This is an optimization exercise on Yosys and OpenROAD, whose aim is small area, a short achievable clock period and few clock cycles, not a production implementation.
The RTL was checked by simulation tests, not by an equivalence proof against the original design.

File: constraint.sdc
create_clock -name core_clock -period 10.0 [get_ports {clk}]
set_input_delay 2.0000 -clock core_clock [delete_from_list [all_inputs] [get_ports {clk}]]
set_output_delay 2.0000 -clock core_clock [all_outputs]
set_load 0.01 [all_outputs]
File: config.mk
export PLATFORM = sky130hd
export DESIGN_NAME = rpn_stack_evaluator
export DESIGN_NICKNAME = rpn_stack_evaluator
export VERILOG_FILES = /design/flow/design.v
export SDC_FILE = /design/flow/constraint.sdc
export NUM_CORES = 4
export LEC_CHECK = 0
export CAP_MARGIN = 20
export CORE_MARGIN = 2
export CORE_UTILIZATION = 40
export CTS_CLUSTER_DIAMETER = 100
export CTS_CLUSTER_SIZE = 25
export SLEW_MARGIN = 20
File: design.v
package rse_pkg;
	localparam int STACK_DEPTH = 64;
	localparam int WORD_W      = 32;
	localparam int SYM_W       = 8;
	localparam int CNT_W       = $clog2(STACK_DEPTH + 1);
	localparam logic [SYM_W-1:0] CH_PLUS  = 8'h2B;
	localparam logic [SYM_W-1:0] CH_MINUS = 8'h2D;
	localparam logic [SYM_W-1:0] CH_STAR  = 8'h2A;
	localparam logic [SYM_W-1:0] CH_SLASH = 8'h2F;
	localparam logic [SYM_W-1:0] CH_ZERO  = 8'h30;
	localparam logic [SYM_W-1:0] CH_NINE  = 8'h39;
endpackage
module rpn_stack_evaluator (
	input  logic                           clk,
	input  logic                           arst_n,
	input  logic                           s_tvalid,
	output logic                           s_tready,
	input  logic [rse_pkg::SYM_W-1:0]      s_tdata,    
	input  logic                           s_tlast,
	output logic                           m_tvalid,
	input  logic                           m_tready,
	output logic [rse_pkg::WORD_W-1:0]     m_tdata,    
	output logic                           m_tuser     
);
	localparam int W   = rse_pkg::WORD_W;
	localparam int D   = rse_pkg::STACK_DEPTH;
	localparam int CW  = rse_pkg::CNT_W;
	localparam int K   = 6;           
	localparam int R   = D - K;       
	localparam int PHW = 6;
	localparam logic [1:0] S_CH  = 2'd0;
	localparam logic [1:0] S_MUL = 2'd1;
	localparam logic [1:0] S_DIV = 2'd2;
	localparam logic [1:0] S_DNORM = 2'd3;
	function automatic logic [5:0] blen(input logic [W-1:0] x);
		blen = '0;
		for (int i = 0; i < W; i++) begin
			if (x[i]) begin
				blen = 6'(i + 1);
			end
		end
	endfunction
	function automatic logic [2:0] bdec(input logic [2:0] d);
		case (d)
			3'b001, 3'b010: bdec = 3'b001;
			3'b011:         bdec = 3'b010;
			3'b100:         bdec = 3'b110;
			3'b101, 3'b110: bdec = 3'b101;
			default:        bdec = 3'b000;
		endcase
	endfunction
	function automatic logic [W-1:0] bsel(input logic [2:0] c, input logic [W-1:0] m);
		logic [W-1:0] a;
		a = ({W{c[0]}} & m) | ({W{c[1]}} & {m[W-2:0], 1'b0});
		bsel = c[2] ? ~a : a;
	endfunction
	logic          rdy;
	logic          bv;
	logic          blast;
	logic          bdig;
	logic          bplus;
	logic          bminus;
	logic          bstar;
	logic          bslash;
	logic [3:0]    bdv;
	logic          in_take;
	logic          in_dig;
	logic          in_plus;
	logic          in_minus;
	logic          in_star;
	logic          in_slash;
	logic          ld_p;
	logic          pv;
	logic          plast;
	logic          pdig;
	logic          pplus;
	logic          pminus;
	logic          pstar;
	logic          pslash;
	logic [3:0]    pdv;
	logic [CW-1:0] cnt;
	logic          c1;       
	logic          c2;       
	logic          ck;       
	logic          ckm;      
	logic          cfull;    
	logic          fok;      
	logic          sok;      
	logic [CW-1:0] phf_n;
	logic          in_num;
	logic          neg;
	logic          drop;
	logic          pend;
	logic          err;
	logic [1:0]    st;
	logic [W*K-1:0] tc;
	logic [W*R-1:0] ring;
	logic [PHW-1:0] ph;
	logic [CW-1:0]  phf;     
	logic [W:0]    wm;
	logic [W-1:0]  wn;
	logic [W-1:0]  wz;
	logic [2:0]    bd0;
	logic [2:0]    bd1;
	logic          mlast;
	logic          qs;
	logic [5:0]    la;
	logic [5:0]    lb;
	logic          dz;
	logic [5:0]    itc;
	logic [W-1:0]  t0;
	logic [W-1:0]  t1;
	logic [W-1:0]  tk;
	logic [W-1:0]  rout;
	logic [W-1:0]  t0m;
	logic [W-1:0]  t1m;
	logic [CW-1:0] cnt_pop;
	logic          fill_ok;
	logic          spill_ok;
	logic          spill;
	logic          go;
	logic          in_ch;
	logic          psep;
	logic          keep_dig;
	logic          pd_sub;
	logic          op2;
	logic          pd_keep;
	logic          do_push;
	logic          do_drop;
	logic          do_acc;
	logic          do_pop;
	logic          do_hold;
	logic          do_sep;
	logic          do_close;
	logic          mul_fin;
	logic          div_fin;
	logic          t0_we;
	logic          consume;
	logic          alu_sub;
	logic [CW-1:0] cnt_n;
	logic          in_num_n;
	logic          neg_n;
	logic          drop_n;
	logic          pend_n;
	logic          err_n;
	logic [1:0]    st_n;
	logic [W-1:0]  alu_res;
	logic [W-1:0]  acc_x;
	logic [W-1:0]  acc_d;
	logic [W-1:0]  acc_res;
	logic [W-1:0]  t0_new;
	logic [W-1:0]  pp0;
	logic [W-1:0]  pp1;
	logic [W-1:0]  mul_sum;
	logic          mswap;
	logic [W-1:0]  mn;
	logic [W-1:0]  abs_a;
	logic [W-1:0]  abs_b;
	logic [5:0]    l1;
	logic [5:0]    l0;
	logic [5:0]    dk;
	logic          bz;
	logic [W+1:0]  trial;
	logic          ge;
	logic [W-1:0]  qv;
	logic [W-2:0]  negz;
	logic [W-1:0]  div_res;
	assign t0      = tc[W-1:0];
	assign t1      = tc[2*W-1:W];
	assign tk      = tc[W*K-1:W*(K-1)];
	assign rout    = ring[W*R-1:W*(R-1)];
	assign t0m     = c1 ? t0 : '0;
	assign t1m     = c2 ? t1 : '0;
	assign cnt_pop = c2 ? (cnt - CW'(1)) : CW'(1);
	assign fill_ok  = ck || fok;
	assign spill_ok = ckm || sok;
	assign phf_n    = (ph == PHW'(R - 1)) ? CW'(K + 1) : (phf + CW'(1));
	assign alu_sub = pend || pminus;
	assign alu_res = t1m + (alu_sub ? ~t0m : t0m) + W'(alu_sub);
	assign acc_x   = in_num ? t0 : '0;
	assign acc_d   = (in_num ? neg : pend) ? (W'(0) - W'(pdv)) : W'(pdv);
	assign acc_res = (acc_x << 3) + (acc_x << 1) + acc_d;
	assign pp0     = bsel(bd0, wm[W-1:0]);
	assign pp1     = bsel(bd1, {wm[W-3:0], 2'b00});
	assign mul_sum = wz + pp0 + pp1 + W'(bd0[2]) + W'(bd1[2]);
	assign l1      = blen(t1m ^ {W{t1m[W-1]}});
	assign l0      = blen(t0m ^ {W{t0m[W-1]}});
	assign mswap   = (l1 < l0);
	assign mn      = mswap ? t1m : t0m;
	assign abs_a   = t1m[W-1] ? (W'(0) - t1m) : t1m;
	assign abs_b   = t0m[W-1] ? (W'(0) - t0m) : t0m;
	assign bz      = (t0m == '0);
	assign dk      = (dz || (la < lb)) ? 6'd0 : (la - lb);
	assign trial   = {2'b00, wn} - {1'b0, wm};
	assign ge      = !trial[W+1];
	assign qv      = {wz[W-2:0], ge};
	assign negz    = (W-1)'(0) - wz[W-2:0];
	always_comb begin
		if (dz) begin
			div_res = '0;
		end else if (!qs) begin
			div_res = qv;
		end else if (ge) begin
			div_res = {~wz[W-2:0], 1'b1};
		end else begin
			div_res = {negz, 1'b0};
		end
	end
	assign psep     = !(pdig || pplus || pminus || pstar || pslash);
	assign keep_dig = drop || (!in_num && cfull);
	always_comb begin
		case (st)
			S_MUL:   t0_new = mul_sum;
			S_DIV:   t0_new = div_res;
			default: begin
				if (pdig) begin
					t0_new = keep_dig ? t0 : acc_res;
				end else if (psep && !pend) begin
					t0_new = t0;
				end else begin
					t0_new = alu_res;
				end
			end
		endcase
	end
	assign go        = pv && !(plast && m_tvalid);
	assign in_ch     = go && (st == S_CH);
	assign pd_sub    = pend && !pdig;
	assign op2       = pplus || (pminus && plast);
	assign pd_keep   = op2 || pstar || pslash;
	assign do_push   = in_ch && pdig && !in_num && !cfull && spill_ok;
	assign do_drop   = in_ch && pdig && !in_num && cfull;
	assign do_acc    = in_ch && pdig && in_num;
	assign do_pop    = in_ch && fill_ok && (pd_sub || (!pend && pd_keep));
	assign do_hold   = in_ch && !pend && pminus && !plast;
	assign do_sep    = in_ch && !pend && psep;
	assign do_close  = do_hold || do_sep || (do_pop && !pend);
	assign mul_fin   = (st == S_MUL) && mlast;
	assign div_fin   = (st == S_DIV) && (itc == '0);
	assign spill     = do_push && !ckm;
	assign t0_we     = do_push || do_pop || (do_acc && !drop) || mul_fin || div_fin;
	assign consume   = do_push || do_drop || do_acc || do_hold || do_sep || mul_fin || div_fin
		|| (do_pop && (pend ? !pd_keep : op2));
	always_comb begin
		cnt_n    = cnt;
		in_num_n = in_num;
		neg_n    = neg;
		drop_n   = drop;
		pend_n   = pend;
		err_n    = err || (div_fin && dz);
		st_n     = st;
		if (do_push) begin
			cnt_n = cnt + CW'(1);
		end else if (do_pop) begin
			cnt_n = cnt_pop;
		end
		if (do_push || do_drop) begin
			in_num_n = 1'b1;
			neg_n    = pend;
			drop_n   = do_drop;
			pend_n   = 1'b0;
		end else if (do_close) begin
			in_num_n = 1'b0;
			neg_n    = 1'b0;
			drop_n   = 1'b0;
		end
		if (do_hold) begin
			pend_n = 1'b1;
		end else if (do_pop && pend) begin
			pend_n = pminus && !plast;
		end
		case (st)
			S_CH: begin
				if (do_pop && !pend && pstar) begin
					st_n = S_MUL;
				end else if (do_pop && !pend && pslash) begin
					st_n = S_DNORM;
				end
			end
			S_MUL:   st_n = mlast ? S_CH : S_MUL;
			S_DNORM: st_n = S_DIV;
			default: st_n = (itc == '0) ? S_CH : S_DIV;
		endcase
	end
	assign s_tready = rdy;
	assign in_take  = s_tvalid && rdy;
	assign in_dig   = (s_tdata >= rse_pkg::CH_ZERO) && (s_tdata <= rse_pkg::CH_NINE);
	assign in_plus  = (s_tdata == rse_pkg::CH_PLUS);
	assign in_minus = (s_tdata == rse_pkg::CH_MINUS);
	assign in_star  = (s_tdata == rse_pkg::CH_STAR);
	assign in_slash = (s_tdata == rse_pkg::CH_SLASH);
	assign ld_p     = !pv || consume;
	always_ff @(posedge clk) begin
		ring <= {ring[W*(R-1)-1:0], (spill ? tk : rout)};
		if (t0_we) begin
			tc[W-1:0] <= t0_new;
		end
		if (do_push) begin
			tc[W*K-1:W] <= tc[W*(K-1)-1:0];
		end else if (do_pop) begin
			tc[W*K-1:W] <= {rout, tc[W*K-1:2*W]};
		end
	end
	always_ff @(posedge clk) begin
		if (st == S_CH) begin
			wz <= '0;
			if (pstar) begin
				wm    <= {1'b0, mswap ? t0m : t1m};
				wn    <= mn;
				bd0   <= bdec({mn[1:0], 1'b0});
				bd1   <= bdec(mn[3:1]);
				mlast <= ((mswap ? l1 : l0) <= 6'd3);
			end else begin
				wn    <= abs_a;
				wm    <= {1'b0, abs_b};
				la    <= l1 + 6'(t1m[W-1]);
				lb    <= l0;
				qs    <= t1m[W-1] ^ t0m[W-1];
				dz    <= bz;
			end
		end else begin
			case (st)
				S_MUL: begin
					wm    <= {wm[W-4:0], 4'b0000};
					wn    <= {{4{wn[W-1]}}, wn[W-1:4]};
					wz    <= mul_sum;
					bd0   <= bdec(wn[5:3]);
					bd1   <= bdec(wn[7:5]);
					mlast <= (&wn[W-1:7]) || !(|wn[W-1:7]);
				end
				S_DNORM: begin
					wm  <= wm << dk;
					itc <= dk;
				end
				default: begin
					if (ge) begin
						wn <= trial[W-1:0];
					end
					wm  <= {1'b0, wm[W:1]};
					wz  <= qv;
					itc <= itc - 6'd1;
				end
			endcase
		end
	end
	always_ff @(posedge clk or negedge arst_n) begin
		if (!arst_n) begin
			rdy      <= 1'b0;
			bv       <= 1'b0;
			blast    <= 1'b0;
			bdig     <= 1'b0;
			bplus    <= 1'b0;
			bminus   <= 1'b0;
			bstar    <= 1'b0;
			bslash   <= 1'b0;
			bdv      <= '0;
			pv       <= 1'b0;
			plast    <= 1'b0;
			pdig     <= 1'b0;
			pplus    <= 1'b0;
			pminus   <= 1'b0;
			pstar    <= 1'b0;
			pslash   <= 1'b0;
			pdv      <= '0;
			cnt      <= '0;
			c1       <= 1'b0;
			c2       <= 1'b0;
			ck       <= 1'b1;
			ckm      <= 1'b1;
			cfull    <= 1'b0;
			fok      <= 1'b0;
			sok      <= 1'b0;
			in_num   <= 1'b0;
			neg      <= 1'b0;
			drop     <= 1'b0;
			pend     <= 1'b0;
			err      <= 1'b0;
			st       <= S_CH;
			ph       <= '0;
			phf      <= CW'(K + 1);
			m_tvalid <= 1'b0;
			m_tdata  <= '0;
			m_tuser  <= 1'b0;
		end else begin
			ph  <= (ph == PHW'(R - 1)) ? '0 : (ph + PHW'(1));
			phf <= phf_n;
			if (ld_p) begin
				if (bv) begin
					pv     <= 1'b1;
					plast  <= blast;
					pdig   <= bdig;
					pplus  <= bplus;
					pminus <= bminus;
					pstar  <= bstar;
					pslash <= bslash;
					pdv    <= bdv;
				end else begin
					pv     <= in_take;
					plast  <= s_tlast;
					pdig   <= in_dig;
					pplus  <= in_plus;
					pminus <= in_minus;
					pstar  <= in_star;
					pslash <= in_slash;
					pdv    <= s_tdata[3:0];
				end
			end
			if (in_take && (bv || !ld_p)) begin
				blast  <= s_tlast;
				bdig   <= in_dig;
				bplus  <= in_plus;
				bminus <= in_minus;
				bstar  <= in_star;
				bslash <= in_slash;
				bdv    <= s_tdata[3:0];
			end
			bv  <= ld_p ? (bv && in_take) : (bv || in_take);
			rdy <= !((ld_p ? (bv || in_take) : 1'b1) && (ld_p ? (bv && in_take) : (bv || in_take)));
			st <= st_n;
			if (consume && plast) begin
				m_tvalid <= 1'b1;
				m_tdata  <= (err_n || (!c1 && !t0_we)) ? '0 : t0_new;
				m_tuser  <= err_n;
				cnt      <= '0;
				c1       <= 1'b0;
				c2       <= 1'b0;
				ck       <= 1'b1;
				ckm      <= 1'b1;
				cfull    <= 1'b0;
				fok      <= (phf_n == '0);
				sok      <= (phf_n == CW'(1));
				in_num   <= 1'b0;
				neg      <= 1'b0;
				drop     <= 1'b0;
				pend     <= 1'b0;
				err      <= 1'b0;
			end else begin
				if (m_tready) begin
					m_tvalid <= 1'b0;
				end
				cnt    <= cnt_n;
				c1     <= (cnt_n != '0);
				c2     <= (cnt_n > CW'(1));
				ck     <= (cnt_n <= CW'(K));
				ckm    <= (cnt_n < CW'(K));
				cfull  <= (cnt_n == CW'(D));
				fok    <= (cnt_n == phf_n);
				sok    <= (cnt_n == (phf_n - CW'(1)));
				in_num <= in_num_n;
				neg    <= neg_n;
				drop   <= drop_n;
				pend   <= pend_n;
				err    <= err_n;
			end
		end
	end
endmodule
File: standard.sh
#!/bin/bash
# synth_recipe.tcl (not shown) runs the flow's synth.tcl, then flattens the netlist and writes it again
# the make line also repeats each setting of config.mk as NAME=value (left out here)
make -C /OpenROAD-flow-scripts/flow DESIGN_CONFIG=/design/flow/config.mk WORK_HOME=/design/flow/orfs CLKGATE_MAP_FILE= SYNTH_SCRIPT=/design/flow/synth_recipe.tcl "${@:-finish}"
File: flow/run.sh
#!/bin/bash
set -euo pipefail
bash standard.sh SETUP_SLACK_MARGIN=6 finish > flow_make.log 2>&1
==> flow_summary.ini, run 1 <==
[logic_synthesis]
synth-edff-count = 250
yosysTopAreaCell = dfxtp_1
synthCells = 6408
synthMuxAreaShare_pct = 1.63
synth_warnings = 1
synthArstFlopShare_pct = 4.02
synth_fa_ha_area_share_pct = 4.35
synth_xor_area_share_pct = 3.43
ys_ff_latch = 2262
syn_area_um2 = 73400
synth_top_area_share_pct = 52.4
synth_top_family_by_area = compound AO/OA/AOI/OAI gates
synth_compound_area_share_pct = 11.8
ys_seq_area_share_pct = 65.7
syn_nets = 6639
yosysUniqueCellTypes = 99
synth_area_leaders = dfxtp_1 52%, edfxtp_1 10%, nand2_1 4.4%, dfrtp_1 2.9%, ha_1 2.7%
synthSimpleGateAreaFrac_pct = 10.3
syn-mean-instance-area_um2 = 11.5
synth_flop_cell = dfxtp_1

[sta]
hold_violations = 0
finalSetupViolCount = 0
final.setup.worst_slack_ns = 5.81
rsz0062_at_grt = yes
slew_viol_final = 0
slew_headroom_pct = 31.3
timing.fmax_mhz = 238
min_period_over_period_pct = 41.9
tightest_slew_ns = 1.02
clock_skew_ns = 0.0521
finalCriticalPeriod_ns = 4.19
setup_tns_ns = 0

[die]
die-height_um = 432
die_x_um = 432
die_area_um2 = 187000
rows = 157
coreArea_um2 = 183000
io_pins = 48
initial_core_util_pct = 40.2

[layout]
layout_commonest_cell = dfxtp_1
final_cell_area_um2 = 84000
post-route-util_pct = 46.0
mostFrequentLayoutCells = 1,902 x dfxtp_1, 848 x nand2_1, 300 x nor2_1, 261 x a21oi_1, 250 x edfxtp_1
num-nets-final = 6734
layout-drive-gt1-share_pct = 12.7
area_delta_synth_final_pct = 14.4

[worst_setup_path]
critical_path_arrival_ns = 4.72
crit_fanout = 14
end_kind = flop
cp_slowest_cell = fa_1
required_ns = 10.53
path_cells = buf_12, buf_4, a22oi_2, xnor2_2, fa_1, ha_4, o211ai_1, nor4b_4, o211ai_1, nand3_2, o31ai_4, a21boi_2, a311oi_2, mux2i_1, buf_4, a211oi_4, nor2_1
slowest_delay_ns = 0.49
worstSetupStartpointType = flop
crit_type = flop to flop

[clocking]
ctsHoldBuffers = 0
cts_root_buf = clkbuf_16
cts_inserted_buffers = 107
cts_max_path_buffers = 3
cts_tree = done
htreeDepth = 3
clock-sinks = 2262
clock_latency_ns = 0.78
cts.clk_slew.worst_paths_ns = 0.11

[hold_path]
hold_path.class = flop to flop

[detailed_routing]
totalWireLength_um = 198000
drt_pre_antenna_iters = 5
wl_per_cell_um = 22.1
drt_iter0_drc = 4329
ant_nets = 0
vias_per_cell = 5.34
drc = 0
vias = 47700

[run]
max-cap-violations = 0

[place]
place_congestion = 0.967
place_area_um2 = 76600
post-place-ws_ns = 4.42
dp_hpwl_um = 131000
portBuffers = 47

[global_routing]
grtUsageTotal_pct = 20.5
grt_max_degree = 99
grt_overflow = 0
grt_pass1_vias = 45600
grt_pass1_wl_um = 293000
antenna_found_initial = 4

[status]
outcome = no timing/DRC/antenna violations
per-stage QoR:
stage          hold WS [ns]  std cells
2_1_floorplan         0.310       6408
3_3_place_gp          0.310       8592
3_5_place_dp          0.312       8593
4_1_cts               0.290       8866
5_1_grt               0.296       8930
6_report              0.287       8932
path summary, 6_finish.rpt:
check	from	end	slack, ns	depth (start not counted)
setup / recovery	bd1[0]	tc[31]	5.81	17
hold / removal	ring[1786]	ring[1818]	0.29	0
setup reg to reg	bd1[0]	tc[31]	5.81	17
hold reg to reg	ring[1786]	ring[1818]	0.29	0
max in group asynchronous	arst_n	in_num	7.55	2
min in group asynchronous	arst_n	m_tuser	1.19	1
registers in the layout (all words and copies together), names as in the netlist, 7 cells and up:
register	count
m_tdata	32
ring	1856
cnt	7
tc	192
phf	7
wz	32
wn	32
wm	33
worst max-delay path: cells and delay by family, from the launching register on:
kind                       cells  cell delay [ns]
AOI/OAI and AO/OA              7             1.27
adders and majority gates      2             0.82
and+or+nand+nor                3             0.63
buffers and inverters          3             0.49
DFF                            1             0.44
xor gates and xnor gates       1             0.16
muxes                          1             0.14
synthesized netlist by cell type, types with 66 or more instances:
library cell,n
a22oi_1,85
nor2_1,327
nand3_1,100
clkbuf_1,290
a21oi_1,296
a21o_1,67
ha_1,156
inv_1,197
dfrtp_1,86
o21ai_1,66
dfxtp_1,1921
o21ai_0,177
edfxtp_1,250
xor2_1,118
nand2_1,865
xnor2_1,170
mux2i_1,68
nor3_1,71
cell type report:
cell class / instances / area [um^2]
Clock inverter: 18 / 322
Timing Repair Buffer: 319 / 3240
Antenna cell: 2 / 5.00
Fill cell: 16600 / 98700
Sequential cell: 2262 / 48300
Clock buffer: 133 / 2850
Inverter: 203 / 783
Multi-Input combinational cell: 3610 / 25500
Tap cell: 2385 / 2980
cell families (layout without fill, tap and decap cells):
| logic type | after synthesis | in the layout |
|---|---|---|
| compound gates | 1287 | 1288 |
| xor+xnor | 288 | 288 |
| fa+ha+maj | 218 | 218 |
| buf+inv | 539 | 673 |
| flops | 2262 | 2262 |
| mux | 114 | 114 |
| other cells | 0 | 2 |
| simple gates | 1700 | 1702 |
metal layers:
layer	track usage [%]	vias to the layer above	wire, um
met2	30.6	1733	84400
met4	8.57	6	9130
met5	0	-	47
met3	3.63	390	13900
li1	-	22300	-
met1	29.3	23300	90300
what timing repair did:
item | in CTS | in global routing
endpoints found under the hold margin | 0 | 0
pin swaps | 84 | 81
cloned | 9 | 10
endpoints found under the setup margin | 449 | 239
setup buffers | 113 | 54
gates resized for setup | 263 | 261
Testbench counts, summed over its fixed seeds: cycles 45,572.
==> run 2: changes to the inputs <==
==> flow/run.sh (replaced) <==
#!/bin/bash
set -euo pipefail
bash standard.sh SETUP_SLACK_MARGIN=6.5 finish > flow_make.log 2>&1
--- a/config.mk
+++ b/config.mk
@@ -12,2 +12,3 @@
 export CTS_CLUSTER_SIZE = 25
 export SLEW_MARGIN = 20
+export TNS_END_PERCENT = 5
==> flow_summary.ini, run 2 <==
[detailed_routing]
wl_per_cell_um = 22.0
totalWireLength_um = 197000
drt_pre_antenna_iters = 9
drt_iter0_drc = 5023
ant_nets = 0
vias_per_cell = 5.35
vias = 47800
drc = 0

[sta]
tightest_slew_ns = 1.14
clock_skew_ns = 0.0626
min_period_over_period_pct = 43.1
slew_headroom_pct = 23.3
hold_violations = 0
setup_tns_ns = 0
finalSetupViolCount = 0
slew_viol_final = 0
finalCriticalPeriod_ns = 4.31
rsz0062_at_grt = yes
timing.fmax_mhz = 232

[logic_synthesis]
synthArstFlopShare_pct = 4.02
yosysTopAreaCell = dfxtp_1
ys_ff_latch = 2262
yosysUniqueCellTypes = 99
synthCells = 6408
ys_seq_area_share_pct = 65.7
synth_area_leaders = dfxtp_1 52%, edfxtp_1 10%, nand2_1 4.4%, dfrtp_1 2.9%, ha_1 2.7%
synth_common_cells = 1,921 x dfxtp_1, 865 x nand2_1, 327 x nor2_1
syn-mean-instance-area_um2 = 11.5
synth-edff-count = 250
synth_flop_cell = dfxtp_1
yosysMostFrequentCell = dfxtp_1
synth_warnings = 1
synth_top_area_share_pct = 52.4
syn_area_um2 = 73400
syn_nets = 6639

[place]
dp.cells = 8580
portBuffers = 47
place_congestion = 0.975
dp_hpwl_um = 131000

[layout]
area_delta_synth_final_pct = 14.1
regArea_um2 = 48300
post-route-util_pct = 45.9
largest_reg_flops = 1856
fill_cells = 16800
num-nets-final = 6746
multi_input_area_um2 = 25300
reg_top3 = ring (1856), tc (192), wm (33)
layout_commonest_cell = dfxtp_1
final_cell_count_no_fill = 8945
layout-drive-gt1-share_pct = 12.0
largest_register = ring
mostFrequentLayoutCells = 1,901 x dfxtp_1, 851 x nand2_1, 306 x nor2_1, 272 x a21oi_1, 250 x edfxtp_1

[worst_setup_path]
critical_path_arrival_ns = 4.80
reg2reg_depth = 19
crit_fanout = 4
worstSetupStartpointType = flop
crit_type = flop to flop
cp_slowest_cell = edfxtp_1
slowest_delay_ns = 0.56
required_ns = 10.49
path_cells = buf_6, or4_1, nand3_1, a22oi_1, o22ai_1, o21ai_1, a32oi_1, o22ai_1, nand2_1, a21oi_2, ha_4, a21o_1, a21oi_2, nor2_2, a31oi_4, nand3_4, mux2i_4, a222oi_1, o31ai_1
end_kind = flop

[clocking]
ctsHoldBuffers = 0
clock_latency_ns = 0.80
cts_inserted_buffers = 108
cts.clk_slew.worst_paths_ns = 0.11
clock-sinks = 2262
cts_root_buf = clkbuf_16
cts_max_path_buffers = 3
htreeDepth = 3
cts_tree = done

[status]
outcome = no timing/DRC/antenna violations

[die]
io_pins = 48
die_x_um = 432
coreArea_um2 = 183000
initial_core_util_pct = 40.2
die-height_um = 432
die_area_um2 = 187000
rows = 157

[global_routing]
grt_pass1_wl_um = 294000
grt_pass1_vias = 45500
grtUsageTotal_pct = 20.6
antenna_found_initial = 3
grt_max_degree = 111
grt_overflow = 0

[run]
max-cap-violations = 0

[hold_path]
whs_path_depth = 0
hold_path.class = flop to flop
run 2: changes by cell type in the layout (fill, tap and decap cells not counted), moves of 9 or more:
cell     change
a21oi_2     -13
a21oi_1     +11
mux2i_1     +11
mux2i_2     -11
buf_4        +9
buf_6       +18
buf_12      -10
run 2: layout make-up:
| class | count | area share [%] |
|---|---|---|
| well taps | 2385 | 3.56 |
| diodes | 1 | 0.00299 |
| flip-flops and latches | 2262 | 57.6 |
| inverters | 203 | 0.927 |
| repair buffers | 331 | 3.84 |
| clock inverters | 22 | 0.473 |
| multi-input cells | 3609 | 30.2 |
| clock buffers | 132 | 3.36 |
run 2: worst paths after layout:
| kind | startpoint | endpoint | slack (ns) |
|---|---|---|---|
| hold / removal | ring[1184] | ring[1216] | 0.29 |
| setup / recovery | tc[3] | wn[20] | 5.69 |
| max in group asynchronous | arst_n | c1 | 7.52 |
| setup reg to reg | tc[3] | wn[20] | 5.69 |
| hold reg to reg | ring[1184] | ring[1216] | 0.29 |
| min in group asynchronous | arst_n | m_tdata[23] | 1.16 |
run 2: timing repair:
action | CTS | global route
pin swaps | 120 | 45
endpoints found under the setup margin | 462 | 458
setup buffers | 142 | 56
cloned | 10 | 2
resized for setup | 312 | 171
run 2: logic make-up (layout without fill, tap and decap cells):
kind of cell    after synthesis  in the layout  share of synthesized area [%]
other cells                   0              1                              0
xor+xnor                    288            288                           3.43
flops                      2262           2262                           65.7
simple gates               1700           1702                           10.3
fa+ha+maj                   218            218                           4.35
buf+inv                     539            688                           2.77
compound gates             1287           1287                           11.8
mux                         114            114                           1.63
run 2: metal layers:
metal	global-route usage, %	vias up	share of wire, %
met5	0	-	0.013
met4	9.31	4	5.1
met3	3.43	470	7.2
met2	30.6	1830	42
met1	29.4	23200	45
li1	-	22300	-
run 2: through the flow:
stage	hold slack (ns)	setup slack, ns	area (um^2)
floorplan	0.310	5.81	73600
global placement	0.310	4.32	76400
detailed placement	0.312	4.60	76400
CTS	0.296	5.78	82600
global route	0.299	5.57	83800
finish	0.290	5.69	83800
run 2: worst max-delay path, delay by kind of cell, from the launching register on:
kind	cells	cell delay, ns
compound gates	11	1.87
simple gates	5	0.99
flops	1	0.56
mux	1	0.24
buf+inv	1	0.19
fa+ha+maj	1	0.16
==> run 3: changes to the inputs <==
==> flow/run.sh (replaced) <==
#!/bin/bash
set -euo pipefail
bash standard.sh SETUP_SLACK_MARGIN=6 finish > flow_make.log 2>&1
==> flow_summary.ini, run 3 <==
[sta]
hold_ws_ns = 0.293
finalSetupViolCount = 0
slew_headroom_pct = 16.6
slew_viol_final = 0
tightest_slew_ns = 1.24
clock_skew_ns = 0.0511
timing.fmax_mhz = 240
rsz0062_at_grt = yes
setup_tns_ns = 0
hold_violations = 0
min_period_over_period_pct = 41.7
finalCriticalPeriod_ns = 4.17

[detailed_routing]
drc = 0
vias_per_cell = 5.33
drt_pre_antenna_iters = 6
drt_iter0_drc = 4083
vias = 47300
totalWireLength_um = 196000
ant_nets = 0
wl_per_cell_um = 22.1

[global_routing]
grt_pass1_vias = 45200
grt_overflow = 0
grt_pass1_wl_um = 293000
grtUsageTotal_pct = 20.5
grt_max_degree = 111
antenna_found_initial = 3

[logic_synthesis]
syn_nets = 6639
synth_common_cells = 1,921 x dfxtp_1, 865 x nand2_1, 327 x nor2_1
synthCells = 6408
synth_warnings = 1
yosysUniqueCellTypes = 99
synth_flop_cell = dfxtp_1
yosysTopAreaCell = dfxtp_1
synth_top_area_share_pct = 52.4
yosysMostFrequentCell = dfxtp_1
synth_area_leaders = dfxtp_1 52%, edfxtp_1 10%, nand2_1 4.4%, dfrtp_1 2.9%, ha_1 2.7%
synthArstFlopShare_pct = 4.02
synth-edff-count = 250
syn_area_um2 = 73400
ys_ff_latch = 2262
syn-mean-instance-area_um2 = 11.5
ys_seq_area_share_pct = 65.7

[worst_setup_path]
end_kind = flop
r2r-start = bd0[0]
crit_fanout = 11
path_cells = buf_12, buf_4, a22oi_2, xnor2_2, fa_1, ha_4, o2111a_2, o211ai_1, o32ai_2, buf_4, a311oi_4, o21ai_4, a2111oi_4, a41o_2, nor3_4, a211oi_2, a22o_1
required_ns = 10.75
critical_path_arrival_ns = 4.92
reg2reg_to = m_tdata[20]
crit_start = bd0[0]
cp_slowest_cell = fa_1
crit_type = flop to flop
worstSetupStartpointType = flop
cp_common_cell = buf_4
cpLargestDelayFamily = compound AO/OA/AOI/OAI gates
rrSetupSlack_ns = 5.83
crit_buf_inv = 3
slowest_delay_ns = 0.57
reg2reg_depth = 17

[clocking]
cts_inserted_buffers = 107
clock-sinks = 2262
cts_tree = done
clock_latency_ns = 0.79
cts.clk_slew.worst_paths_ns = 0.11
ctsHoldBuffers = 0
cts_max_path_buffers = 3
cts_root_buf = clkbuf_16
htreeDepth = 3

[hold_path]
hold_path.class = flop to flop
hold_path_end = ring[895]
hold_start = ring[863]
whs_path_depth = 0

[layout]
layout-drive-gt1-share_pct = 10.1
area_delta_synth_final_pct = 12.8
num-nets-final = 6686
largest_register = ring
antenna_cells = 0
layout_commonest_cell = dfxtp_1
largest_reg_flops = 1856
mostFrequentLayoutCells = 1,902 x dfxtp_1, 851 x nand2_1, 312 x nor2_1, 271 x a21oi_1, 250 x edfxtp_1
reg_top3 = ring (1856), tc (192), wm (33)
final_cell_count_no_fill = 8878

[die]
coreArea_um2 = 183000
io_pins = 48
rows = 157
initial_core_util_pct = 40.2
die_area_um2 = 187000
die_x_um = 432
die-height_um = 432

[place]
dp_hpwl_um = 132000
dp.cells = 8588
portBuffers = 47
place_congestion = 0.963

[status]
outcome = no timing/DRC/antenna violations

[run]
max-cap-violations = 0
## run 3: cell counts after synthesis
No cell type changed its count.
## run 3: cell families after synthesis
| kind of cell | synth area share, % |
|---|---|
| flops | 65.7 |
| simple gates | 10.3 |
| compound gates | 11.8 |
| buf+inv | 2.77 |
| xor+xnor | 3.43 |
| fa+ha+maj | 4.35 |
| mux | 1.63 |
## run 3: what timing repair did
| action | CTS | global route |
|---|---|---|
| gates resized for setup | 268 | 100 |
| cloned | 11 | 7 |
| pin swaps | 99 | 47 |
| setup buffers | 106 | 18 |
| endpoints found under the setup margin | 429 | 366 |
## run 3: cell type report
cell class / instances / area [um^2]
clock inverters: 19 / 327
fillers: 16800 / 99800
inverters: 203 / 773
clock buffers: 128 / 2820
flip-flops and latches: 2262 / 48300
multi-input cells: 3608 / 24800
repair buffers: 273 / 2850
well taps: 2385 / 2980
## run 3: routing by layer
| metal | GRT usage [%] | wire [um] | vias up |
|---|---|---|---|
| met1 | 29.6 | 90800 | 23100 |
| met4 | 9.00 | 9470 | 4 |
| met3 | 3.10 | 13200 | 414 |
| li1 | - | - | 22200 |
| met5 | 0 | 27 | - |
| met2 | 30.4 | 82800 | 1634 |
## run 3: how the worst max path moves through the flow
stage	cells after the start	slack, ns	endpoint
after floorplan	17	5.51	m_tdata[29]
after global placement	15	4.28	m_tdata[29]
after detailed placement	15	4.26	m_tdata[29]
after CTS	17	5.87	m_tdata[16]
after global routing	18	5.66	m_tdata[29]
final	17	5.83	m_tdata[20]
## run 3: stage by stage
| step | cell area, um^2 | utilization, % | setup WS, ns |
|---|---|---|---|
| 5_1_grt | 82800 | 45.4 | 5.66 |
| 6_report | 82800 | 45.4 | 5.83 |
| 2_1_floorplan | 73500 | - | 5.51 |
| 3_5_place_dp | 76400 | 41.8 | 4.26 |
| 4_1_cts | 82100 | 44.9 | 5.87 |
| 3_3_place_gp | 76400 | 41.8 | 4.28 |
==> run 4: changes to the inputs <==
--- a/config.mk
+++ b/config.mk
@@ -11,4 +11,5 @@
 export CTS_CLUSTER_DIAMETER = 100
 export CTS_CLUSTER_SIZE = 25
+export PLACE_DENSITY = 0.7
 export SLEW_MARGIN = 20
 export TNS_END_PERCENT = 5
==> flow_summary.ini, run 4 <==
[clocking]
cts_inserted_buffers = 106
ctsHoldBuffers = 0
clock_latency_ns = 0.78
cts.clk_slew.worst_paths_ns = 0.11
cts_tree = done
cts_max_path_buffers = 3
htreeDepth = 3
clock-sinks = 2262
cts_root_buf = clkbuf_16

[die]
die_area_um2 = 187000
rows = 157
coreArea_um2 = 183000
die-height_um = 432
initial_core_util_pct = 40.2
io_pins = 48
die_x_um = 432

[layout]
regArea_um2 = 48300
num-nets-final = 6692
layout-drive-gt1-share_pct = 9.75
fill_cells = 16600
mostFrequentLayoutCells = 1,908 x dfxtp_1, 858 x nand2_1, 314 x nor2_1, 274 x a21oi_1, 250 x edfxtp_1
area_delta_synth_final_pct = 12.4
layout_commonest_cell = dfxtp_1
reg_top3 = ring (1856), tc (192), wm (33)
final_cell_area_um2 = 82500
largest_register = ring
multi_input_area_um2 = 24600
largest_reg_flops = 1856
final_cell_count_no_fill = 8888
post-route-util_pct = 45.2

[place]
place_area_um2 = 76400
dp_hpwl_um = 128000
place_congestion = 0.987
portBuffers = 47
dp.cells = 8592

[worst_setup_path]
end_kind = flop
cpLargestDelayFamily = compound AO/OA/AOI/OAI gates
cp_slowest_cell = fa_1
path_cells = buf_12, buf_12, a22oi_1, xnor2_1, fa_1, ha_4, o211ai_1, nor4b_4, buf_4, o31ai_4, nand3_2, o31ai_4, a21boi_2, a311oi_2, mux2i_2, buf_4, a211oi_4, nor2_1
required_ns = 10.54
crit_fanout = 13
worstSetupStartpointType = flop
rrSetupSlack_ns = 5.80
crit_buf_inv = 4
cp_num_cells = 18
reg2reg_depth = 18
crit_type = flop to flop
slowest_delay_ns = 0.49
critical_path_arrival_ns = 4.74

[detailed_routing]
drt_iter0_drc = 4949
ant_nets = 0
drt_pre_antenna_iters = 9
totalWireLength_um = 195000
wl_per_cell_um = 21.9
vias_per_cell = 5.35
vias = 47600
drc = 0

[sta]
finalSetupViolCount = 0
min_period_over_period_pct = 42.0
hold_ws_ns = 0.299
rsz0062_at_grt = yes
setup_tns_ns = 0
clock_skew_ns = 0.0769
finalCriticalPeriod_ns = 4.20
timing.fmax_mhz = 238
slew_headroom_pct = 29.9
tightest_slew_ns = 1.05
hold_violations = 0
slew_viol_final = 0

[logic_synthesis]
synth_common_cells = 1,921 x dfxtp_1, 865 x nand2_1, 327 x nor2_1
syn_area_um2 = 73400
synth_warnings = 1
yosysUniqueCellTypes = 99
synthArstFlopShare_pct = 4.02
yosysMostFrequentCell = dfxtp_1
synthCells = 6408
syn_nets = 6639
synth-edff-count = 250
syn-mean-instance-area_um2 = 11.5
synth_flop_cell = dfxtp_1
ys_ff_latch = 2262
synth_top_area_share_pct = 52.4
synth_area_leaders = dfxtp_1 52%, edfxtp_1 10%, nand2_1 4.4%, dfrtp_1 2.9%, ha_1 2.7%
yosysTopAreaCell = dfxtp_1
ys_seq_area_share_pct = 65.7

[global_routing]
grtUsageTotal_pct = 20.2
grt_pass1_wl_um = 289000
grt_pass1_vias = 45200
grt_overflow = 0
grt_max_degree = 105
antenna_found_initial = 5

[hold_path]
hold_path.class = flop to flop
whs_path_depth = 0

[status]
outcome = no timing/DRC/antenna violations

[run]
max-cap-violations = 0
==> run 4: cell counts after synthesis <==
No cell type changed its count.
==> run 4: cell families after synthesis <==
group                      share of synthesized area, %
DFF                                                65.7
and+or+nand+nor                                    10.3
AOI/OAI and AO/OA                                  11.8
buffers and inverters                              2.77
xor gates and xnor gates                           3.43
adders and majority gates                          4.35
muxes                                              1.63
==> run 4: repair_timing <==
item,CTS,global route
resized for setup,212,100
cloned,9,4
setup buffers,92,40
pin swaps,68,58
endpoints found under the setup margin,193,184
==> run 4: area by class of cell <==
cell class | count | area share [%]
Sequential cell | 2262 | 58.5
Clock inverter | 20 | 0.412
Clock buffer | 128 | 3.35
Inverter | 203 | 0.942
Multi-Input combinational cell | 3609 | 29.8
Tap cell | 2385 | 3.62
Antenna cell | 2 | 0.00606
Timing Repair Buffer | 279 | 3.41
==> run 4: worst reg2reg max path: cells and delay by family (launching register included) <==
kind                       cells  cell delay [ns]
adders and majority gates      2             0.76
buffers and inverters          4             0.64
and+or+nand+nor                3             0.32
AOI/OAI and AO/OA              7             1.52
DFF                            1             0.43
xor gates and xnor gates       1             0.18
muxes                          1             0.10
==> run 4: stage by stage <==
| stage | setup slack (ns) |
|---|---|
| 5_1_grt | 5.64 |
| 3_3_place_gp | 4.01 |
| 3_5_place_dp | 3.90 |
| 2_1_floorplan | 5.51 |
| 6_report | 5.80 |
| 4_1_cts | 5.89 |
==> run 4: worst paths after layout <==
| check | start | to |
|---|---|---|
| setup / recovery | bd0[0] | tc[31] |
| hold / removal | ring[255] | ring[287] |
| setup reg to reg | bd0[0] | tc[31] |
| hold reg to reg | ring[255] | ring[287] |
| max in group asynchronous | arst_n | in_num |
| min in group asynchronous | arst_n | m_tdata[22] |
==> run 4: per-layer routing <==
layer | wire length [um] | GRT usage [%] | vias up
met5 | 35 | 0 | -
met4 | 10200 | 9.68 | 6
met3 | 13900 | 3.27 | 444
met2 | 82200 | 29.7 | 1890
met1 | 88200 | 28.9 | 23100
li1 | - | - | 22200
==> run 5: changes to the inputs <==
--- a/config.mk
+++ b/config.mk
@@ -11,5 +11,5 @@
 export CTS_CLUSTER_DIAMETER = 100
 export CTS_CLUSTER_SIZE = 25
-export PLACE_DENSITY = 0.7
+export PLACE_DENSITY = 0.5
 export SLEW_MARGIN = 20
 export TNS_END_PERCENT = 5
==> flow_summary.ini, run 5 <==
[status]
outcome = no timing/DRC/antenna violations

[layout]
num-nets-final = 6693
reg_top3 = ring (1856), tc (192), wm (33)
layout-drive-gt1-share_pct = 10.3
antenna_cells = 0
area_delta_synth_final_pct = 12.7
largest_register = ring
layout_commonest_cell = dfxtp_1
mostFrequentLayoutCells = 1,900 x dfxtp_1, 857 x nand2_1, 312 x nor2_1, 271 x a21oi_1, 250 x edfxtp_1
largest_reg_flops = 1856

[hold_path]
hold_path.class = flop to flop
hold_path_end = ring[156]
hold_start = ring[124]
whs_path_depth = 0

[logic_synthesis]
synth_common_cells = 1,921 x dfxtp_1, 865 x nand2_1, 327 x nor2_1
yosysTopAreaCell = dfxtp_1
yosysMostFrequentCell = dfxtp_1
syn-mean-instance-area_um2 = 11.5
synth_area_leaders = dfxtp_1 52%, edfxtp_1 10%, nand2_1 4.4%, dfrtp_1 2.9%, ha_1 2.7%
synthCells = 6408
synth_warnings = 1
synthArstFlopShare_pct = 4.02
synth-edff-count = 250
syn_area_um2 = 73400
ys_seq_area_share_pct = 65.7
ys_ff_latch = 2262
synth_top_area_share_pct = 52.4
synth_flop_cell = dfxtp_1
yosysUniqueCellTypes = 99
syn_nets = 6639

[clocking]
cts_tree = done
clock_latency_ns = 0.82
ctsHoldBuffers = 0
cts_inserted_buffers = 107
clock-sinks = 2262
cts.clk_slew.worst_paths_ns = 0.11
htreeDepth = 3
cts_max_path_buffers = 3
cts_root_buf = clkbuf_16

[sta]
finalSetupViolCount = 0
slew_viol_final = 0
hold_ws_ns = 0.283
setup_tns_ns = 0
hold_violations = 0
slew_headroom_pct = 26.9
finalCriticalPeriod_ns = 4.36
timing.fmax_mhz = 229
min_period_over_period_pct = 43.6
rsz0062_at_grt = yes
tightest_slew_ns = 1.09
clock_skew_ns = 0.0680

[detailed_routing]
totalWireLength_um = 202000
drt_iter0_drc = 4406
drc = 0
ant_nets = 0
vias_per_cell = 5.32
vias = 47300
wl_per_cell_um = 22.8
drt_pre_antenna_iters = 7

[global_routing]
grt_pass1_wl_um = 298000
grt_max_degree = 107
grtUsageTotal_pct = 21.1
grt_pass1_vias = 45100
antenna_found_initial = 9
grt_overflow = 0

[die]
die_area_um2 = 187000
rows = 157
die-height_um = 432
coreArea_um2 = 183000
io_pins = 48
initial_core_util_pct = 40.2
die_x_um = 432

[place]
place_congestion = 0.946
dp_hpwl_um = 135000
portBuffers = 47

[worst_setup_path]
path_cells = inv_1, ha_1, inv_1, fa_2, a211oi_2, o21a_2, nor2_1, buf_4, nand2_1, buf_6, o21a_1, mux2i_1, a222oi_1, o221ai_1
cpLargestDelayFamily = compound AO/OA/AOI/OAI gates
worstSetupStartpointType = flop
slowest_delay_ns = 0.82
r2r-start = la[0]
cp_num_cells = 14
reg2reg_depth = 14
end_kind = flop
crit_type = flop to flop
critical_path_arrival_ns = 4.95
cp_common_cell = inv_1
required_ns = 10.59
cp_slowest_cell = a222oi_1
crit_buf_inv = 4
rrSetupSlack_ns = 5.64
crit_fanout = 33
reg2reg_to = wm[8]

[run]
max-cap-violations = 0
==> run 5: logic make-up after synthesis <==
| logic type | after synthesis | share of synthesized area (%) |
|---|---|---|
| AND/OR/NAND/NOR | 1700 | 10.3 |
| multiplexers | 114 | 1.63 |
| XOR/XNOR | 288 | 3.43 |
| AO/OA/AOI/OAI | 1287 | 11.8 |
| buffers and inverters | 539 | 2.77 |
| adder cells (fa/ha/maj) | 218 | 4.35 |
| flip-flops | 2262 | 65.7 |
==> run 5: repair_timing <==
action                     4_1_cts  5_1_grt
buffers inserted                90       37
setup endpoints to repair      280      251
pin swaps                       70       39
resized for setup              243      110
cloned                           8       12
==> run 5: area by class of cell <==
type / instances / area (um^2)
multi-input cells: 3609 / 24700
well taps: 2385 / 2980
flip-flops and latches: 2262 / 48300
clock inverters: 20 / 357
repair buffers: 279 / 2850
inverters: 203 / 777
fillers: 17000 / 99900
clock buffers: 132 / 2790
==> run 5: how the worst max path moves through the flow <==
stage | startpoint | endpoint | slack (ns)
2_1_floorplan | pend | m_tdata[29] | 5.51
3_3_place_gp | pend | m_tdata[29] | 4.57
3_5_place_dp | pend | m_tdata[29] | 4.35
4_1_cts | tc[31] | wn[20] | 5.80
5_1_grt | bd1[0] | m_tdata[21] | 5.54
6_report | la[0] | wm[8] | 5.64
==> run 5: stage by stage <==
| stage | instance area (um^2) | util [%] | instances | setup slack [ns] |
|---|---|---|---|---|
| floorplan | 73500 | - | 6408 | 5.51 |
| global placement | 76400 | 41.8 | 8591 | 4.57 |
| detailed placement | 76400 | 41.8 | 8591 | 4.35 |
| CTS | 81700 | 44.7 | 8841 | 5.80 |
| global route | 82700 | 45.3 | 8890 | 5.54 |
| finish | 82700 | 45.3 | 8890 | 5.64 |
==> run 5: per-layer routing <==
metal | global-route usage (%) | vias up | part of all wire [%]
met5 | 0 | - | 0.013
met4 | 7.84 | 4 | 3.9
met1 | 30.6 | 23200 | 47
met3 | 3.18 | 357 | 6.4
li1 | - | 22200 | -
met2 | 31.9 | 1511 | 43
==> run 6: changes to the inputs <==
--- a/config.mk
+++ b/config.mk
@@ -10,6 +10,5 @@
 export CORE_UTILIZATION = 40
 export CTS_CLUSTER_DIAMETER = 100
-export CTS_CLUSTER_SIZE = 25
-export PLACE_DENSITY = 0.5
+export CTS_CLUSTER_SIZE = 28
 export SLEW_MARGIN = 20
 export TNS_END_PERCENT = 5
==> flow_summary.ini, run 6 <==
[status]
outcome = no timing/DRC/antenna violations

[sta]
slew_viol_final = 0
timing.fmax_mhz = 235
slew_headroom_pct = 15.3
hold_violations = 0
min_period_over_period_pct = 42.6
final.setup.worst_slack_ns = 5.74
rsz0062_at_grt = yes
tightest_slew_ns = 1.25
clock_skew_ns = 0.0628
finalCriticalPeriod_ns = 4.26
finalSetupViolCount = 0
setup_tns_ns = 0

[worst_setup_path]
critical_path_arrival_ns = 4.89
worstSetupStartpointType = flop
crit_type = flop to flop
end_kind = flop
required_ns = 10.63
crit_fanout = 6

[layout]
final_cell_area_um2 = 82900
largest_register = ring
fill_cells = 16800
area_delta_synth_final_pct = 12.9
multi_input_area_um2 = 24900
regArea_um2 = 48300
reg_top3 = ring (1856), tc (192), wm (33)
mostFrequentLayoutCells = 1,901 x dfxtp_1, 852 x nand2_1, 310 x nor2_1, 275 x a21oi_1, 250 x edfxtp_1
post-route-util_pct = 45.4
layout-drive-gt1-share_pct = 10.5
layout_commonest_cell = dfxtp_1
largest_reg_flops = 1856
num-nets-final = 6699

[detailed_routing]
totalWireLength_um = 196000
drc = 0
vias_per_cell = 5.31
drt_iter0_drc = 4356
wl_per_cell_um = 22.0
vias = 47200
ant_nets = 0
drt_pre_antenna_iters = 8

[logic_synthesis]
synthArstFlopShare_pct = 4.02
synth_common_cells = 1,921 x dfxtp_1, 865 x nand2_1, 327 x nor2_1
synthSimpleGateAreaFrac_pct = 10.3
synth_xor_area_share_pct = 3.43
syn_area_um2 = 73400
syn_nets = 6639
synth_area_leaders = dfxtp_1 52%, edfxtp_1 10%, nand2_1 4.4%, dfrtp_1 2.9%, ha_1 2.7%
synthCells = 6408
synth_flop_cell = dfxtp_1
yosysTopAreaCell = dfxtp_1
ys_seq_area_share_pct = 65.7
synth_warnings = 1
synth_compound_area_share_pct = 11.8
synth_top_family_by_area = compound AO/OA/AOI/OAI gates
synth_top_area_share_pct = 52.4
synthMuxAreaShare_pct = 1.63
synth_fa_ha_area_share_pct = 4.35
yosysMostFrequentCell = dfxtp_1
synth-edff-count = 250
syn-mean-instance-area_um2 = 11.5
yosysUniqueCellTypes = 99
ys_ff_latch = 2262

[clocking]
cts_tree = done
cts.clk_slew.worst_paths_ns = 0.11
cts_max_path_buffers = 3
htreeDepth = 3
clock-sinks = 2262
cts_root_buf = clkbuf_16
clock_latency_ns = 0.78
ctsHoldBuffers = 0
cts_inserted_buffers = 97

[place]
post-place-ws_ns = 4.26
dp_hpwl_um = 132000
portBuffers = 47
place_area_um2 = 76400
place_congestion = 0.963

[die]
rows = 157
initial_core_util_pct = 40.2
die_x_um = 432
io_pins = 48
die-height_um = 432
coreArea_um2 = 183000
die_area_um2 = 187000

[run]
max-cap-violations = 0

[global_routing]
grt_overflow = 0
grt_pass1_vias = 44900
antenna_found_initial = 3
grt_max_degree = 111
grtUsageTotal_pct = 20.5
grt_pass1_wl_um = 292000

[hold_path]
hold_path.class = flop to flop
run 6: logic make-up (layout without fill, tap and decap cells):
group / count (synthesis) / count (layout)
flops: 2262 / 2262
simple gates: 1700 / 1701
compound gates: 1287 / 1287
buf+inv: 539 / 633
xor+xnor: 288 / 288
fa+ha+maj: 218 / 218
mux: 114 / 114
other cells: 0 / 1
run 6: path summary, 6_finish.rpt:
path                            start           to  slack [ns]  cells after the start
hold reg to reg            ring[1767]   ring[1799]        0.29                      0
hold / removal             ring[1767]   ring[1799]        0.29                      0
setup / recovery               tc[31]       wm[13]        5.74                     21
min in group asynchronous      arst_n  m_tdata[28]        1.17                      1
setup reg to reg               tc[31]       wm[13]        5.74                     21
max in group asynchronous      arst_n       in_num        7.54                      2
run 6: cell type report:
| cell class | instances | area share (%) |
|---|---|---|
| clock inverter | 19 | 0.462 |
| multi-input combinational | 3608 | 30.0 |
| timing repair buffer | 296 | 3.63 |
| sequential | 2262 | 58.3 |
| tap | 2385 | 3.60 |
| antenna | 1 | 0.00302 |
| inverter | 203 | 0.947 |
| clock buffer | 115 | 3.06 |
run 6: worst max-delay path: stages, from the launching register on:
cell and delay, ns:
edfxtp_1 0.43, buf_12 0.16, buf_16 0.13, or4_4 0.47, nand3_2 0.07, a22oi_1 0.08, o22ai_1 0.18, o21ai_1 0.09
a32oi_1 0.16, o22ai_1 0.13, nand2_1 0.12, a21oi_2 0.06, ha_2 0.18, a21o_1 0.16, a21oi_2 0.15, nor2_2 0.06
a31oi_4 0.18, nand3_4 0.16, buf_4 0.18, bufbuf_16 0.28, a21oi_1 0.48, a221oi_1 0.17
run 6: repair_timing:
item / 4_1_cts / 5_1_grt
resized for setup: 281 / 110
pin swaps: 104 / 78
endpoints found under the setup margin: 431 / 373
buffers inserted: 110 / 39
gates cloned: 13 / 3
run 6: metrics by stage:
step	hold slack, ns	cells
floorplan	0.310	6408
global placement	0.309	8588
detailed placement	0.312	8588
CTS	0.301	8845
global route	0.297	8888
finish	0.289	8889
run 6: layer usage:
metal  vias up  GRT usage (%)  routed length, um
li1      22200              -                  -
met1     23000           29.7              91200
met2      1584           30.4              83200
met3       381           3.03              12800
met4         4           8.56               8550
met5         -              0                 23
==> run 7: changes to the inputs <==
==> flow/run.sh (replaced) <==
#!/bin/bash
set -euo pipefail
bash standard.sh SETUP_SLACK_MARGIN=5.75 finish > flow_make.log 2>&1
--- a/config.mk
+++ b/config.mk
@@ -10,5 +10,5 @@
 export CORE_UTILIZATION = 40
 export CTS_CLUSTER_DIAMETER = 100
-export CTS_CLUSTER_SIZE = 28
+export CTS_CLUSTER_SIZE = 25
 export SLEW_MARGIN = 20
 export TNS_END_PERCENT = 5
==> flow_summary.ini, run 7 <==
[place]
place_congestion = 0.963
portBuffers = 47
dp_hpwl_um = 132000

[global_routing]
grt_max_degree = 111
grt_overflow = 0
grtUsageTotal_pct = 20.3
grt_pass1_vias = 44700
antenna_found_initial = 5
use_met1_pct = 29.5
grtUsageMet2_pct = 29.9
gr-usage-met3_pct = 3.01
grt.busiest_layer = met2
grt_pass1_wl_um = 290000

[detailed_routing]
vias = 47000
drc = 0
drt_pre_antenna_iters = 6
wl_per_cell_um = 22.0
vias_per_cell = 5.32
ant_nets = 0
totalWireLength_um = 194000
drt_iter0_drc = 4270

[layout]
fill_cells = 16900
mostFrequentLayoutCells = 1,902 x dfxtp_1, 858 x nand2_1, 317 x nor2_1, 283 x a21oi_1, 250 x edfxtp_1
num-nets-final = 6642
multi_input_area_um2 = 24000
layout_commonest_cell = dfxtp_1
antenna_cells = 0
layout-drive-gt1-share_pct = 8.13
area_delta_synth_final_pct = 11.1
largest_reg_flops = 1856
regArea_um2 = 48300
reg_top3 = ring (1856), tc (192), wm (33)
largest_register = ring

[die]
die-height_um = 432
die_area_um2 = 187000
rows = 157
io_pins = 48
coreArea_um2 = 183000
die_x_um = 432
initial_core_util_pct = 40.2

[logic_synthesis]
synth-edff-count = 250
syn-mean-instance-area_um2 = 11.5
synthArstFlopShare_pct = 4.02
ys_ff_latch = 2262
synthSimpleGateAreaFrac_pct = 10.3
yosysUniqueCellTypes = 99
yosysMostFrequentCell = dfxtp_1
synthCells = 6408
synth_flop_cell = dfxtp_1
synth_top_area_share_pct = 52.4
ys_seq_area_share_pct = 65.7
syn_area_um2 = 73400
synth_compound_area_share_pct = 11.8
synth_area_leaders = dfxtp_1 52%, edfxtp_1 10%, nand2_1 4.4%, dfrtp_1 2.9%, ha_1 2.7%
synth_xor_area_share_pct = 3.43
synth_warnings = 1
syn_nets = 6639
synth_fa_ha_area_share_pct = 4.35
yosysTopAreaCell = dfxtp_1
synthMuxAreaShare_pct = 1.63
synth_top_family_by_area = compound AO/OA/AOI/OAI gates
synth_common_cells = 1,921 x dfxtp_1, 865 x nand2_1, 327 x nor2_1

[clocking]
cts_root_buf = clkbuf_16
cts_inserted_buffers = 107
cts.clk_slew.worst_paths_ns = 0.11
clock-sinks = 2262
clock_latency_ns = 0.80
cts_tree = done
htreeDepth = 3
ctsHoldBuffers = 0
cts_max_path_buffers = 3

[hold_path]
hold_path.class = flop to flop
hold_path_end = ring[895]
whs_path_depth = 0
hold_start = ring[863]

[sta]
clock_skew_ns = 0.0544
slew_viol_final = 0
min_period_over_period_pct = 43.3
slew_headroom_pct = 32.0
finalCriticalPeriod_ns = 4.33
hold_violations = 0
timing.fmax_mhz = 231
tightest_slew_ns = 1.01
finalSetupViolCount = 0
setup_tns_ns = 0
rsz0062_at_grt = yes

[run]
max-cap-violations = 0

[status]
outcome = no timing/DRC/antenna violations

[worst_setup_path]
worstSetupStartpointType = flop
r2r-start = bd1[0]
reg2reg_to = m_tdata[20]
crit_type = flop to flop
crit_fanout = 9
critical_path_arrival_ns = 5.07
rrSetupSlack_ns = 5.67
reg2reg_depth = 17
required_ns = 10.75
end_kind = flop
-- run 7: critical path, stage by stage, from the launching register on --
cell	delay, ns
edfxtp_1	0.43
buf_12	0.16
buf_4	0.14
a22oi_1	0.19
xnor2_1	0.17
fa_1	0.45
ha_1	0.36
a21o_1	0.20
a21oi_1	0.28
o32ai_2	0.16
a311oi_2	0.25
buf_4	0.17
o21ai_2	0.09
a2111oi_2	0.41
a41o_1	0.27
nor3_2	0.11
a211oi_2	0.30
a22o_1	0.16
-- run 7: what timing repair did --
item,CTS,global route
gates cloned,9,5
setup endpoints to repair,388,308
buffers inserted,59,25
pin swaps,21,33
gates resized for setup,121,93
-- run 7: cell families after synthesis --
kind of cell               count (synthesis)
DFF                                     2262
adders and majority gates                218
buffers and inverters                    539
and+or+nand+nor                         1700
AOI/OAI and AO/OA                       1287
muxes                                    114
xor gates and xnor gates                 288
-- run 7: layout make-up --
class	count	area share (%)
Multi-Input combinational cell	3608	29.4
Timing Repair Buffer	229	2.90
Inverter	203	0.943
Sequential cell	2262	59.2
Tap cell	2385	3.66
Clock buffer	128	3.46
Clock inverter	19	0.400
-- run 7: worst max path at each step --
| stage | start | to | slack, ns | depth (start not counted) |
|---|---|---|---|---|
| 2_1_floorplan | pend | m_tdata[29] | 5.51 | 17 |
| 3_3_place_gp | in_num | m_tdata[29] | 4.28 | 15 |
| 3_5_place_dp | in_num | m_tdata[29] | 4.26 | 15 |
| 4_1_cts | la[0] | wm[11] | 5.62 | 13 |
| 5_1_grt | pminus | m_tdata[14] | 5.55 | 14 |
| 6_report | bd1[0] | m_tdata[20] | 5.67 | 17 |
-- run 7: metrics by stage --
step / area, um^2 / utilization [%] / hold slack [ns] / setup WS, ns / cells
floorplan: 73500 / - / 0.310 / 5.51 / 6408
global placement: 76400 / 41.8 / 0.309 / 4.28 / 8588
detailed placement: 76400 / 41.8 / 0.312 / 4.26 / 8588
CTS: 80800 / 44.3 / 0.294 / 5.62 / 8803
global route: 81600 / 44.6 / 0.306 / 5.55 / 8834
finish: 81600 / 44.6 / 0.293 / 5.67 / 8834
-- run 7: routing by layer --
metal | vias to the layer above | wire length, um
li1 | 22100 | -
met1 | 22900 | 90600
met2 | 1548 | 81800
met3 | 392 | 12800
met4 | 2 | 9220
met5 | - | 13

[separate check: timing with driven ports]
In the flow no input, the clock included, has a driving cell. The finished layouts below were timed again as built, in two steps.
Step 1 assumes that a clkbuf_16 drives the clock port and a buf_2 every other input.
Step 2 also shifts input and output timing later by t, the mid clock arrival at the registers, as if the neighbouring blocks saw the same clock.
Slacks: no drivers / after step 1 / after step 2; pairs: no drivers / after step 1.
run | t (ns) | setup slack, ns | slew at the worst register clock pin (ns) | cell pins on the clock port's net
run 1 | 0.824 | 5.807 / 5.807 / 5.807 | 0.11 / 0.11 | 1
run 2 | 0.843 | 5.693 / 5.693 / 5.693 | 0.11 / 0.11 | 1
run 3 | 0.855 | 5.829 / 5.829 / 5.829 | 0.11 / 0.11 | 1
run 4 | 0.819 | 5.803 / 5.803 / 5.803 | 0.11 / 0.11 | 1
run 5 | 0.878 | 5.637 / 5.637 / 5.637 | 0.11 / 0.11 | 1
run 6 | 0.836 | 5.740 / 5.740 / 5.740 | 0.11 / 0.11 | 1
run 7 | 0.854 | 5.675 / 5.675 / 5.675 | 0.11 / 0.11 | 1
After both steps every run listed still meets setup and hold.
